What follows belongs to an exercise in optimizing a design on an open flow for small area, a short achievable clock period and few clock cycles per item; a production flow would make more cautious choices. Function was checked by simulation only, so behaviour that the tests miss may differ from the original.

// mvu_top
module mvu_top (
    input  logic         clk,
    input  logic         rst_n,
    input  logic         start,
    input  mvu_cfg_pkg::bank_addr_t   ibaseaddr,
    input  mvu_cfg_pkg::bank_addr_t   wbaseaddr,
    input  mvu_cfg_pkg::bank_addr_t   istride,
    input  mvu_cfg_pkg::bank_addr_t   wstride,
    input  mvu_cfg_pkg::prec_t        iprecision,
    input  mvu_cfg_pkg::prec_t        wprecision,
    input  logic         d_signed,
    input  logic         w_signed,
    input  mvu_cfg_pkg::cntdwn_t      countdown,
    input  logic         wrc_en,
    input  mvu_cfg_pkg::bank_addr_t   wrc_addr,
    input  mvu_data_pkg::data_word_t   wrc_word,
    output logic         wrc_grnt,
    input  logic         rdc_en,
    input  mvu_cfg_pkg::bank_addr_t   rdc_addr,
    output mvu_data_pkg::data_word_t   rdc_word,
    output logic         rdc_grnt,
    input  logic         wrw_en,
    input  mvu_cfg_pkg::bank_addr_t   wrw_addr,
    input  mvu_data_pkg::weight_word_t wrw_word,
    output logic         done,
    output logic         irq,
    output mvu_data_pkg::acc_t         result_0,
    output mvu_data_pkg::acc_t         result_1,
    output mvu_data_pkg::acc_t         result_2,
    output mvu_data_pkg::acc_t         result_3
);
Size in the first run: ~15000 cells after synthesis.
clock: 5.5 ns
lec_check: 0
cap_margin: 20
core_margin: 2
core_utilization: 50
setup_slack_margin: 1.3
slew_margin: 20
synth_hierarchical: 1
run.sh (not shown) runs the stock make flow with config.mk's settings and CLKGATE_MAP_FILE= SYNTH_SCRIPT=/design/flow/synth_recipe.tcl, a recipe that flattens the netlist after the stock synthesis.
The starting point finished clean.
Testbench counts at the start, summed over its fixed seeds: cycles 2,414, jobs 960.
Edit:
--- a/flow/design.v
+++ b/flow/design.v
@@ -81,30 +81,30 @@
                                        input logic [5:0] c, input logic cin);
         logic [5:0] s, cy;
         s    = a ^ b ^ c;
         cy   = {((a[4:0] & b[4:0]) | (a[4:0] & c[4:0]) | (b[4:0] & c[4:0])), cin};
         add3 = s + cy;
     endfunction
     logic          ph2;              
     localparam int PW = 4;           
     logic          wv;               
     logic          wfirst;           
     logic [1:0]    g;                
+    logic [PW-1:0] negq;             
     logic [5:0]    a2_q [NDP-1];     
     logic [5:0]    isa_q;            
     logic [3:0]    ip_q;
     logic          ds_q;
     logic [5:0]    ws4_q;            
     logic [5:0]    na [PW];          
-    logic [15:0]   wqp [PW];         
-    logic [15:0]   wqn [PW];         
+    logic [15:0]   wq [PW];          
     logic [DW-1:0] dv [4];           
     logic [W-1:0]  acs [4];          
     logic [W-1:0]  acc [4];
     logic          done_q, irq_q;
     logic [5:0] s1, s2, s3, s4, s8, sn;
     assign s1 = istride;
     assign s2 = {istride[4:0], 1'b0};
     assign s4 = {istride[3:0], 2'b0};
     assign s8 = {istride[2:0], 3'b0};
     assign sn = ~istride;
     logic [5:0] da1 [NDP];           
@@ -190,37 +190,32 @@
     always_ff @(posedge clk) begin
         if (start) begin
             for (int p = 0; p < NDP - 1; p++) a2_q[p] <= ibaseaddr + 6'(p + 8) * istride;
             isa_q     <= ibaseaddr + iprecision * istride;
             ip_q      <= iprecision;
             ds_q      <= d_signed;
             ws4_q     <= t4;
             g         <= wprecision[3:2];
             wfirst    <= 1'b1;
             for (int i = 0; i < PW; i++) begin
                 na[i]   <= ta[i] - t4;
-                if (w_signed && 2'(i) == wprecision[1:0]) begin
-                    wqp[i] <= '0;
-                    wqn[i] <= rw[i];
-                end else begin
-                    wqp[i] <= rw[i] & {16{2'(i) <= wprecision[1:0]}};
-                    wqn[i] <= '0;
-                end
+                wq[i]   <= rw[i] & {16{2'(i) <= wprecision[1:0]}};
+                negq[i] <= w_signed & (2'(i) == wprecision[1:0]);
             end
         end else if (advance && !wlast) begin
             g      <= g - 2'd1;
             wfirst <= 1'b0;
             for (int i = 0; i < PW; i++) begin
                 na[i]   <= na[i] - ws4_q;
-                wqp[i]  <= rw[i];
-                wqn[i]  <= '0;
+                wq[i]   <= rw[i];
+                negq[i] <= 1'b0;
             end
         end
     end
     for (genvar k = 0; k < 4; k++) begin : g_del
         always_ff @(posedge clk) begin
             if (start) begin
                 for (int b = 0; b < NDP - 1; b++)
                     dv[k][b] <= (4'(b) <= iprecision) ? dw[b][k] : (d_signed & dsw[k]);
                 dv[k][NDP-1] <= dsw[k] & ((iprecision >= 4'(NDP - 1)) | d_signed);
                 for (int b = NDP; b < DW; b++)
                     dv[k][b] <= d_signed & dsw[k];
@@ -238,24 +233,24 @@
     localparam logic [W-1:0] BIAS16 = -(W'(1) << 22);
     function automatic logic [2*W-1:0] csa(input logic [W-1:0] a, input logic [W-1:0] b,
                                            input logic [W-1:0] c);
         logic [W-1:0] s, cy;
         s   = a ^ b ^ c;
         cy  = ((a & b) | (a & c) | (b & c)) << 1;
         csa = {cy, s};
     endfunction
     logic [15:0] wp_ [PW];
     logic [15:0] wn_ [PW];
     for (genvar i = 0; i < PW; i++) begin : g_wsplit
-        assign wp_[i] = wqp[i];
-        assign wn_[i] = wqn[i];
+        assign wp_[i] = wq[i] & {16{~negq[i]}};
+        assign wn_[i] = wq[i] & {16{negq[i]}};
     end
     for (genvar j = 0; j < 4; j++) begin : g_lane
         logic [W-1:0] r0 [18];
         logic [W-1:0] r1 [12];
         logic [W-1:0] r2 [8];
         logic [W-1:0] r3 [6];
         logic [W-1:0] r4 [4];
         logic [W-1:0] r5 [3];
         logic [W-1:0] fs, fc;
         logic [3:0]   c3;            
         for (genvar i = 0; i < PW; i++) begin : g_pl
The new run completed with no timing, DRC or antenna violations.
Non-clock buffer count decreases by 407.
Worst hold slack hardly moves.
Sequential cell count decreases by 60.
Utilization decreases by 0.23 points.
Testbench counts after the change, summed over its fixed seeds: cycles 2,414, jobs 960.

separate check: timing with driven ports:
No port has a modelled driver above. Below, the same layouts with a new extraction and two added sets of constraints. Step 1 (the two cells are an assumption about what drives the block):
set clk [get_ports {clk}]
set_driving_cell -lib_cell sky130_fd_sc_hd__clkbuf_16 $clk
set_driving_cell -lib_cell sky130_fd_sc_hd__buf_2 [delete_from_list [all_inputs] $clk]
Step 2 times the ports against the registers' clock, not the clock port: input delays grow and output delays shrink by t, the midpoint of the rising clock arrivals with the driver on. Three values: ideal ports, drivers, drivers and shift; two values: the first two.
| run | t (ns) | setup slack, ns | worst setup path after step 2 | clock arrival spread, ns | worst slew at a driven data input, ns |
|---|---|---|---|---|---|
| the first run | 1.043 | 0.798 / 0.798 / -0.069 | input to register | 0.099 / 0.099 | 0.24 |
| the second run | 1.023 | 0.434 / 0.434 / 0.283 | input to register | 0.110 / 0.110 | 0.17 |
Met with ideal ports but missed after step 2: setup timing in the first run. For the first run, which loses most, drivers alone change the setup slack by 0.000 ns; drivers and shift together by -0.867 ns.
